Background: an optimization exercise with open tools, aiming at small area and a short achievable clock period. Do not read the settings as production practice. The RTL was checked by simulation tests, not by an equivalence proof against the original design. Power figures rest on the tool's default switching activity, not on a simulated workload.

<file path="design/flow/design.v">
`default_nettype none
package ahbm_pkg;
   localparam int HADDR_W    = 32;
   localparam int HDATA_W    = 32;
   localparam int BUF_IDX_W  = 6;     
   localparam int BUF_DEPTH  = 64;
   localparam int BEAT_CNT_W = 5;     
   typedef enum logic [1:0] {
      IDLE   = 2'b00,
      BUSY   = 2'b01,
      NONSEQ = 2'b10,
      SEQ    = 2'b11
   } htrans_t;
   typedef enum logic [2:0] {
      SINGLE = 3'b000,
      INCR   = 3'b001,
      INCR4  = 3'b011,
      INCR8  = 3'b101,
      INCR16 = 3'b111
   } hburst_t;
   typedef enum logic [2:0] {
      BYTE     = 3'b000,
      HALFWORD = 3'b001,
      WORD     = 3'b010
   } hsize_t;
   typedef enum logic [1:0] {
      OKAY  = 2'b00,
      ERROR = 2'b01,
      RETRY = 2'b10,
      SPLIT = 2'b11
   } hresp_t;
   typedef struct packed {
      htrans_t              htrans;
      logic                 hwrite;
      hsize_t               hsize;
      hburst_t              hburst;
      logic [HADDR_W-1:0]   haddr;
   } ahb_ctrl_t;
   typedef struct packed {
      logic                 write;    
      hburst_t              burst;
      logic [HADDR_W-1:0]   addr;     
   } dma_cmd_t;
   typedef struct packed {
      logic                 valid;
      logic                 write;
      logic                 last;
      logic [BUF_IDX_W-1:0] idx;
   } beat_t;
endpackage
`default_nettype wire
`timescale 1ns/1ps
`default_nettype none
module ahbm_word_buffer (
   input  wire                             hclk,
   input  wire                             wr_en_i,
   input  wire [ahbm_pkg::BUF_IDX_W-1:0]   wr_idx_i,
   input  wire [ahbm_pkg::HDATA_W-1:0]     wr_data_i,
   input  wire [ahbm_pkg::BUF_IDX_W-1:0]   rd_idx_i,
   output logic [ahbm_pkg::HDATA_W-1:0]    rd_data_o
);
   logic [ahbm_pkg::HDATA_W-1:0] mem [ahbm_pkg::BUF_DEPTH];
   always_ff @(posedge hclk) begin
      if (wr_en_i) begin
         mem[wr_idx_i] <= wr_data_i;
      end
   end
   assign rd_data_o = mem[rd_idx_i];     
endmodule
`default_nettype wire
`timescale 1ns/1ps
`default_nettype none
module ahbm_data_phase (
   input  wire                             hclk,
   input  wire                             hreset,
   input  wire ahbm_pkg::beat_t            aphase_i,
   input  wire                             hready_i,
   input  wire ahbm_pkg::hresp_t           hresp_i,
   input  wire [ahbm_pkg::HDATA_W-1:0]     hrdata_i,
   output logic [ahbm_pkg::HDATA_W-1:0]    hwdata_o,
   output logic                            buf_wr_en_o,
   output logic [ahbm_pkg::BUF_IDX_W-1:0]  buf_wr_idx_o,
   output logic [ahbm_pkg::HDATA_W-1:0]    buf_wr_data_o,
   output logic [ahbm_pkg::BUF_IDX_W-1:0]  buf_rd_idx_o,
   input  wire [ahbm_pkg::HDATA_W-1:0]     buf_rd_data_i,
   output logic                            burst_done_o
);
   ahbm_pkg::beat_t   dp_q;        
   logic    dp_done;     
   assign dp_done = dp_q.valid && hready_i;
   always_ff @(posedge hclk) begin
      if (!hreset) begin
         dp_q         <= '0;
         burst_done_o <= 1'b0;
         hwdata_o     <= '0;
      end else begin
         if (hready_i) begin
            dp_q <= aphase_i;     
         end
         burst_done_o <= dp_done && dp_q.last;
         if (aphase_i.valid && aphase_i.write) begin
            hwdata_o <= buf_rd_data_i;
         end
      end
   end
   assign buf_rd_idx_o = aphase_i.idx;
   assign buf_wr_en_o   = dp_done && !dp_q.write;
   assign buf_wr_idx_o  = dp_q.idx;
   assign buf_wr_data_o = hrdata_i;
endmodule
`default_nettype wire
`timescale 1ns/1ps
`default_nettype none
module ahbm_sequencer (
   input  wire                        hclk,
   input  wire                        hreset,
   input  wire ahbm_pkg::dma_cmd_t    cmd_i,
   input  wire                        cmd_valid_i,
   output logic                       busy_o,
   input  wire                        hgrant_i,
   output logic                       hbusreq_o,
   input  wire                        hready_i,
   output ahbm_pkg::ahb_ctrl_t        ahb_ctrl_o,
   output ahbm_pkg::beat_t            aphase_o,
   input  wire                        burst_done_i
);
   typedef enum logic [1:0] {
      S_IDLE  = 2'b00,    
      S_BREQ  = 2'b01,    
      S_ADDR  = 2'b10,    
      S_DRAIN = 2'b11     
   } seq_state_t;
   seq_state_t              state;
   ahbm_pkg::dma_cmd_t                cmd_q;
   logic [ahbm_pkg::BEAT_CNT_W-1:0]   beats_left;     
   ahbm_pkg::htrans_t                 htrans_q;
   logic                    hwrite_q;
   ahbm_pkg::hburst_t                 hburst_q;
   logic [ahbm_pkg::HADDR_W-1:0]      haddr_q;
   logic                    cmd_accept;
   logic                    grant_taken;
   logic                    beat_accept;
   logic                    last_beat;
   function automatic logic [ahbm_pkg::BEAT_CNT_W-1:0] burst_len(input ahbm_pkg::hburst_t burst);
      case (burst)
         ahbm_pkg::INCR4:   burst_len = ahbm_pkg::BEAT_CNT_W'(4);
         ahbm_pkg::INCR8:   burst_len = ahbm_pkg::BEAT_CNT_W'(8);
         ahbm_pkg::INCR16:  burst_len = ahbm_pkg::BEAT_CNT_W'(16);
         default: burst_len = ahbm_pkg::BEAT_CNT_W'(1);
      endcase
   endfunction
   assign busy_o      = (state != S_IDLE);
   assign cmd_accept  = cmd_valid_i && !busy_o;
   assign grant_taken = (state == S_BREQ) && hgrant_i && hready_i;
   assign beat_accept = (state == S_ADDR) && hready_i;
   assign last_beat   = (beats_left == ahbm_pkg::BEAT_CNT_W'(1));
   always_comb begin
      ahb_ctrl_o.htrans = htrans_q;
      ahb_ctrl_o.hwrite = hwrite_q;
      ahb_ctrl_o.hsize  = ahbm_pkg::WORD;          
      ahb_ctrl_o.hburst = hburst_q;
      ahb_ctrl_o.haddr  = haddr_q;
   end
   always_comb begin
      aphase_o.valid = beat_accept;
      aphase_o.write = hwrite_q;
      aphase_o.last  = last_beat;
      aphase_o.idx   = haddr_q[ahbm_pkg::BUF_IDX_W+1:2];
   end
   always_ff @(posedge hclk) begin
      if (cmd_accept) begin
         cmd_q <= cmd_i;
      end
   end
   always_ff @(posedge hclk) begin
      if (!hreset) begin
         state      <= S_IDLE;
         hbusreq_o  <= 1'b0;
         beats_left <= '0;
         htrans_q   <= ahbm_pkg::IDLE;
         hwrite_q   <= 1'b0;
         hburst_q   <= ahbm_pkg::SINGLE;
         haddr_q    <= '0;
      end else begin
         case (state)
            S_IDLE: begin
               if (cmd_accept) begin
                  hbusreq_o  <= 1'b1;
                  beats_left <= burst_len(cmd_i.burst);
                  state      <= S_BREQ;
               end
            end
            S_BREQ: begin
               if (grant_taken) begin     
                  htrans_q <= ahbm_pkg::NONSEQ;
                  hwrite_q <= cmd_q.write;
                  hburst_q <= cmd_q.burst;
                  haddr_q  <= cmd_q.addr;
                  state    <= S_ADDR;
               end
            end
            S_ADDR: begin
               if (beat_accept) begin
                  hbusreq_o <= 1'b0;      
                  if (last_beat) begin
                     htrans_q <= ahbm_pkg::IDLE;
                     state    <= S_DRAIN;
                  end else begin
                     htrans_q   <= ahbm_pkg::SEQ;
                     haddr_q    <= haddr_q + ahbm_pkg::HADDR_W'(4);
                     beats_left <= beats_left - ahbm_pkg::BEAT_CNT_W'(1);
                  end
               end
            end
            S_DRAIN: begin
               if (burst_done_i) begin
                  state <= S_IDLE;
               end
            end
            default: state <= S_IDLE;
         endcase
      end
   end
endmodule
`default_nettype wire
`timescale 1ns/1ps
`default_nettype none
module ahbm_top (
   input  wire                           hclk,
   input  wire                           hreset,
   input  wire ahbm_pkg::dma_cmd_t       cmd_i,
   input  wire                           cmd_valid_i,
   output logic                          busy_o,
   input  wire                           hgrant_i,
   output logic                          hbusreq_o,
   output ahbm_pkg::ahb_ctrl_t           ahb_ctrl_o,
   input  wire                           hready_i,
   input  wire ahbm_pkg::hresp_t         hresp_i,
   output logic [ahbm_pkg::HDATA_W-1:0]  hwdata_o,
   input  wire [ahbm_pkg::HDATA_W-1:0]   hrdata_i
);
   ahbm_pkg::beat_t                  aphase;        
   logic                   burst_done;
   logic                   buf_wr_en;
   logic [ahbm_pkg::BUF_IDX_W-1:0]   buf_wr_idx;
   logic [ahbm_pkg::HDATA_W-1:0]     buf_wr_data;
   logic [ahbm_pkg::BUF_IDX_W-1:0]   buf_rd_idx;
   logic [ahbm_pkg::HDATA_W-1:0]     buf_rd_data;
   ahbm_sequencer sequencer_inst (
      .hclk         (hclk),
      .hreset       (hreset),
      .cmd_i        (cmd_i),
      .cmd_valid_i  (cmd_valid_i),
      .busy_o       (busy_o),
      .hgrant_i     (hgrant_i),
      .hbusreq_o    (hbusreq_o),
      .hready_i     (hready_i),
      .ahb_ctrl_o   (ahb_ctrl_o),
      .aphase_o     (aphase),
      .burst_done_i (burst_done)
   );
   ahbm_data_phase data_phase_inst (
      .hclk          (hclk),
      .hreset        (hreset),
      .aphase_i      (aphase),
      .hready_i      (hready_i),
      .hresp_i       (hresp_i),
      .hrdata_i      (hrdata_i),
      .hwdata_o      (hwdata_o),
      .buf_wr_en_o   (buf_wr_en),
      .buf_wr_idx_o  (buf_wr_idx),
      .buf_wr_data_o (buf_wr_data),
      .buf_rd_idx_o  (buf_rd_idx),
      .buf_rd_data_i (buf_rd_data),
      .burst_done_o  (burst_done)
   );
   ahbm_word_buffer word_buffer_inst (
      .hclk      (hclk),
      .wr_en_i   (buf_wr_en),
      .wr_idx_i  (buf_wr_idx),
      .wr_data_i (buf_wr_data),
      .rd_idx_i  (buf_rd_idx),
      .rd_data_o (buf_rd_data)
   );
endmodule
`default_nettype wire
`timescale 1ns/1ps
`default_nettype none
module ahbm_dma (
   input  wire          hclk,
   input  wire          hreset,         
   input  wire          cmd_write_i,
   input  wire [2:0]    cmd_burst_i,
   input  wire [31:0]   cmd_addr_i,
   input  wire          cmd_valid_i,
   output wire          busy_o,
   input  wire          hgrant_i,
   output wire          hbusreq_o,
   output wire [1:0]    htrans_o,
   output wire          hwrite_o,
   output wire [2:0]    hsize_o,
   output wire [2:0]    hburst_o,
   output wire [31:0]   haddr_o,
   input  wire          hready_i,
   input  wire [1:0]    hresp_i,
   output wire [31:0]   hwdata_o,
   input  wire [31:0]   hrdata_i
);
   ahbm_pkg::dma_cmd_t    cmd;
   ahbm_pkg::ahb_ctrl_t   ctrl;
   assign cmd.write = cmd_write_i;
   assign cmd.burst = ahbm_pkg::hburst_t'(cmd_burst_i);
   assign cmd.addr  = cmd_addr_i;
   assign htrans_o = ctrl.htrans;
   assign hwrite_o = ctrl.hwrite;
   assign hsize_o  = ctrl.hsize;
   assign hburst_o = ctrl.hburst;
   assign haddr_o  = ctrl.haddr;
   ahbm_top ahbm_top_inst (
      .hclk        (hclk),
      .hreset      (hreset),
      .cmd_i       (cmd),
      .cmd_valid_i (cmd_valid_i),
      .busy_o      (busy_o),
      .hgrant_i    (hgrant_i),
      .hbusreq_o   (hbusreq_o),
      .ahb_ctrl_o  (ctrl),
      .hready_i    (hready_i),
      .hresp_i     (ahbm_pkg::hresp_t'(hresp_i)),
      .hwdata_o    (hwdata_o),
      .hrdata_i    (hrdata_i)
   );
endmodule
`default_nettype wire
</file>
<file path="design/flow/run.sh">
#!/bin/bash
# synth_recipe.tcl (not shown) runs the flow's synth.tcl, then flattens the netlist and writes it again
# the make line also repeats each setting of config.mk as NAME=value (left out here)
make -C /OpenROAD-flow-scripts/flow DESIGN_CONFIG=/design/flow/config.mk WORK_HOME=/design/flow/orfs CLKGATE_MAP_FILE= SYNTH_SCRIPT=/design/flow/synth_recipe.tcl finish
</file>
<file path="design/flow/config.mk">
export PLATFORM = sky130hd
export DESIGN_NAME = ahbm_dma
export DESIGN_NICKNAME = ahbm_dma
export VERILOG_FILES = /design/flow/design.v
export SDC_FILE = /design/flow/constraint.sdc
export NUM_CORES = 4
export LEC_CHECK = 0
export CAP_MARGIN = 20
export CORE_MARGIN = 2
export CORE_UTILIZATION = 40
export SLEW_MARGIN = 20
</file>
<file path="design/flow/constraint.sdc">
create_clock -name core_clock -period 3.5 [get_ports {hclk}]
set_input_delay 0.7000 -clock core_clock [delete_from_list [all_inputs] [get_ports {hclk}]]
set_output_delay 0.7000 -clock core_clock [all_outputs]
set_load 0.01 [all_outputs]
</file>
==> results by group <==
Finish
  • Nets: 4,530
  • Area delta synth->final: 16.4%
  • Post-route design area: 0.0979 mm²
  • Layout Utilization: 46.8%
  • Share of cells above drive strength 1: 25.6%
  • Fill cells: 17,300
  • Finished Layout Cells: 7,429

Routing
  • Routed vias/inst: 5.70
  • Drt pass-1 iters: 6
  • Antenna Violating Nets Remaining: 0
  • # DRC: 0
  • Initial DRC count: 4,708
  • Final WL: 219 mm
  • WL/cell: 29.5 µm
  • Via count: 42,400

Setup path
  • Setup crit start kind: flop
  • CP required: 2.80 ns
  • CP endpoint kind: primary output
  • Critical path class: reg -> out
  • Worst path arrival time: 2.49 ns
  • CP max FO: 30

Global route
  • Number of global-route vias before repair: 42,600
  • Largest net degree at the start of global routing: 65
  • Global-route wire length before repair: 315 mm
  • Gr ovfl total: 0
  • Initial antenna violation count: 15
  • GRT Overall Usage: 20.3%

Logic synthesis
  • Post-synth top area share: 74.5%
  • Ys async rst share: 0%
  • EDFF count, synth: 2,084
  • Syn avg cell area: 20.9 µm²
  • Ys flop type: edfxtp_1
  • Count of different cell masters after synthesis: 73
  • Register bit count reported by yosys: 2,172
  • Post-synth top area cell: edfxtp_1
  • Seq/Total Area, Yosys: 76.6%
  • Mapped cell area: 0.0840 mm²
  • Most frequent cells after synthesis: 2,084 x edfxtp_1, 424 x mux4_2, 339 x mux2i_1, 157 x nor2_1, 88 x dfxtp_1
  • Yosys warns: 3
  • Top cells by area, synth: edfxtp_1 74%, mux4_2 11%, mux2i_1 4.0%
  • Most frequent cell after synthesis: edfxtp_1
  • Post-Synthesis Cells: 4,027

CTS
  • Post-CTS setup buffer count: 5
  • Total CTS buffers: 207
  • Clock H-tree levels: 4
  • Clk slew on worst S/H paths: 0.06 ns
  • Post-cts sizing count: 0
  • Clock root cell: clkbuf_16
  • Clk sink count: 2,172
  • Hold buffer count at CTS: 0
  • Skew-Pair Late Insertion Delay: 0.84 ns
  • Clk buf depth: 3
  • TritonCTS clock tree: built

Floorplanning
  • Die Y: 462 µm
  • Initial Util: 40.2%
  • Die ar.: 0.214 mm²
  • # rows: 168
  • Die W: 462 µm
  • Core Region: 0.209 mm²
  • I/O pin cnt: 150

Hold path
  • Worst Hold Class: in -> reg

Timing
  • Clock Skews: 0.0471 ns
  • Setup TNS: 0 ns
  • Setup ws final: 0.309 ns
  • Hold Vio Cnt, Final: 0
  • Minimum clock period: 3.19 ns
  • RSZ-0062 raised after global routing: false
  • Setup-failing EPs final: 0
  • Fmax: 313 MHz
  • Tightest Pin Transition: 1.15 ns
  • Max-slew headroom: 22.6%
  • Period utilisation layout: 91.2%
  • Pins Over Slew Limit: 0

Power
  • Register share of total power: 42.3%
  • Leakage power: 29.9 nW
  • Cell Pwr Density: 707 mW/mm²
  • Peak VDD IR: 0.528 mV
  • Psw: 0.0202 W
  • Net Sw Frac: 29.2%
  • Cell Int Power: 0.0490 W
  • Combinational power share: 26.7%
  • Clk pwr share: 31.0%

Placed design
  • Placed Cells: 7,035
  • Post-DP HPWL: 130 mm
  • Placed inst area: 0.0913 mm²
  • PortBufs: 144
  • Final GP Congestion: 0.805
  • DP Worst Slack: 0.303 ns

Run
  • Max-cap violations: 0

Outcome
  • Status: timing/DRC/antenna clean
[logic make-up (layout without fill, tap and decap cells)]
kind of cell / count (synthesis) / in the layout / synth area share (%)
DFF: 2172 / 2172 / 76.6
muxes: 780 / 780 / 15.6
AOI/OAI and AO/OA: 451 / 451 / 3.82
and+or+nand+nor: 358 / 358 / 2.12
buffers and inverters: 254 / 842 / 1.72
adders and majority gates: 8 / 8 / 0.119
other: 2 / 11 / 0.00894
xor gates and xnor gates: 2 / 2 / 0.0208
[critical path: stages, from the launching register on]
cell             delay, ns
dfxtp_4               0.75
buf_12                0.28
clkdlybuf4s50_1       0.61
[state kept, by name, summed over array words and instances, names as in the netlist]
| register | count |
|---|---|
| ahbm_top_inst.sequencer_inst.state | 2 |
| ahbm_top_inst.sequencer_inst.hburst_q | 3 |
| ahbm_top_inst.sequencer_inst.beats_left | 5 |
| ahbm_top_inst.sequencer_inst.haddr_q | 32 |
| ahbm_top_inst.sequencer_inst.htrans_q | 2 |
| ahbm_top_inst.sequencer_inst.hbusreq_o | 1 |
| ahbm_top_inst.sequencer_inst.cmd_q | 36 |
| ahbm_top_inst.sequencer_inst.hwrite_q | 1 |
| ahbm_top_inst.data_phase_inst.hwdata_o | 32 |
| ahbm_top_inst.data_phase_inst.burst_done_o | 1 |
| ahbm_top_inst.word_buffer_inst.mem | 2048 |
| ahbm_top_inst.data_phase_inst.dp_q | 9 |
[power by group through the flow]
stage / Clock (W) / Sequential (W) / Combinational [W]
floorplan: 0 / 0.0296 / 0.0118
global placement: 0 / 0.0300 / 0.0183
detailed placement: 0 / 0.0300 / 0.0183
CTS: 0.0218 / 0.0293 / 0.0186
global route: 0.0228 / 0.0293 / 0.0196
finish: 0.0215 / 0.0293 / 0.0185
[through the flow]
| step | total power [W] | hold WS, ns |
|---|---|---|
| 2_1_floorplan | 0.0414 | 0.409 |
| 3_3_place_gp | 0.0482 | 0.434 |
| 3_5_place_dp | 0.0483 | 0.432 |
| 4_1_cts | 0.0697 | 0.241 |
| 5_1_grt | 0.0717 | 0.261 |
| 6_report | 0.0692 | 0.293 |
[per-layer routing]
layer | vias to the layer above | global-route usage, % | wire (µm)
li1 | 17700 | - | -
met1 | 22900 | 28.6 | 92800
met2 | 1495 | 33.3 | 107000
met3 | 284 | 3.24 | 14400
met4 | 2 | 4.89 | 4860
met5 | - | 0 | 13
[worst paths after layout]
path,start,slack (ns),depth (start not counted),to
min,hrdata_i[7],0.29,1,ahbm_top_inst.word_buffer_inst.mem[62][7]
max reg2reg,ahbm_top_inst.sequencer_inst.haddr_q[3],0.35,9,ahbm_top_inst.data_phase_inst.hwdata_o[9]
min reg2reg,ahbm_top_inst.data_phase_inst.dp_q[6],0.44,2,ahbm_top_inst.data_phase_inst.burst_done_o
max,ahbm_top_inst.sequencer_inst.haddr_q[4],0.31,2,haddr_o[4]
[cell usage in the layout, fill, tap and decap left out, drive strengths merged, types with 28 or more instances in the layout]
cell,netlist,layout
buf,166,342
mux2i,339,339
nand3,28,28
clkbuf,77,289
o21ai,79,79
dfxtp,88,88
nand2,44,44
nor2,157,157
a22oi,52,52
mux4,424,424
clkdlybuf4s50,0,111
a21oi,79,79
edfxtp,2084,2084
clkinv,2,75
[cell type report]
| class | count | area (µm²) | share of cell area (%) |
|---|---|---|---|
| well taps | 2805 | 3510 | 3.59 |
| clock buffers | 289 | 5750 | 5.87 |
| inverters | 11 | 41.3 | 0.0422 |
| diodes | 8 | 20.0 | 0.0205 |
| clock inverters | 89 | 699 | 0.715 |
| flip-flops and latches | 2172 | 64400 | 65.8 |
| multi-input cells | 1602 | 18800 | 19.2 |
| repair buffers | 453 | 4700 | 4.80 |

-- afterwards: timing with drivers on the ports --
The flow's constraints put no driver on any port. The routed layout listed below was extracted and timed again, unchanged, in two steps. Step 1 assumes that a clkbuf_16 drives the clock port and a buf_2 every other input. Step 2 adds t to the input delays and takes it off the output delays; t is the mean of the earliest and latest rising clock arrival at the registers after step 1. Input paths then give back, and output paths get back, about the clock's delay inside the block. Three values: no drivers, after step 1, after step 2; two values: the first two.
shift t [ns]: 0.903
slack for setup (ns): 0.309 / 0.224 / 0.351
latest minus earliest clock arrival (ns): 0.052 / 0.052
pins driven straight from the clock port: 1
After both steps setup and hold are still met in this run. For this run, drivers alone change the setup slack by -0.085 ns; drivers and shift together by +0.042 ns.
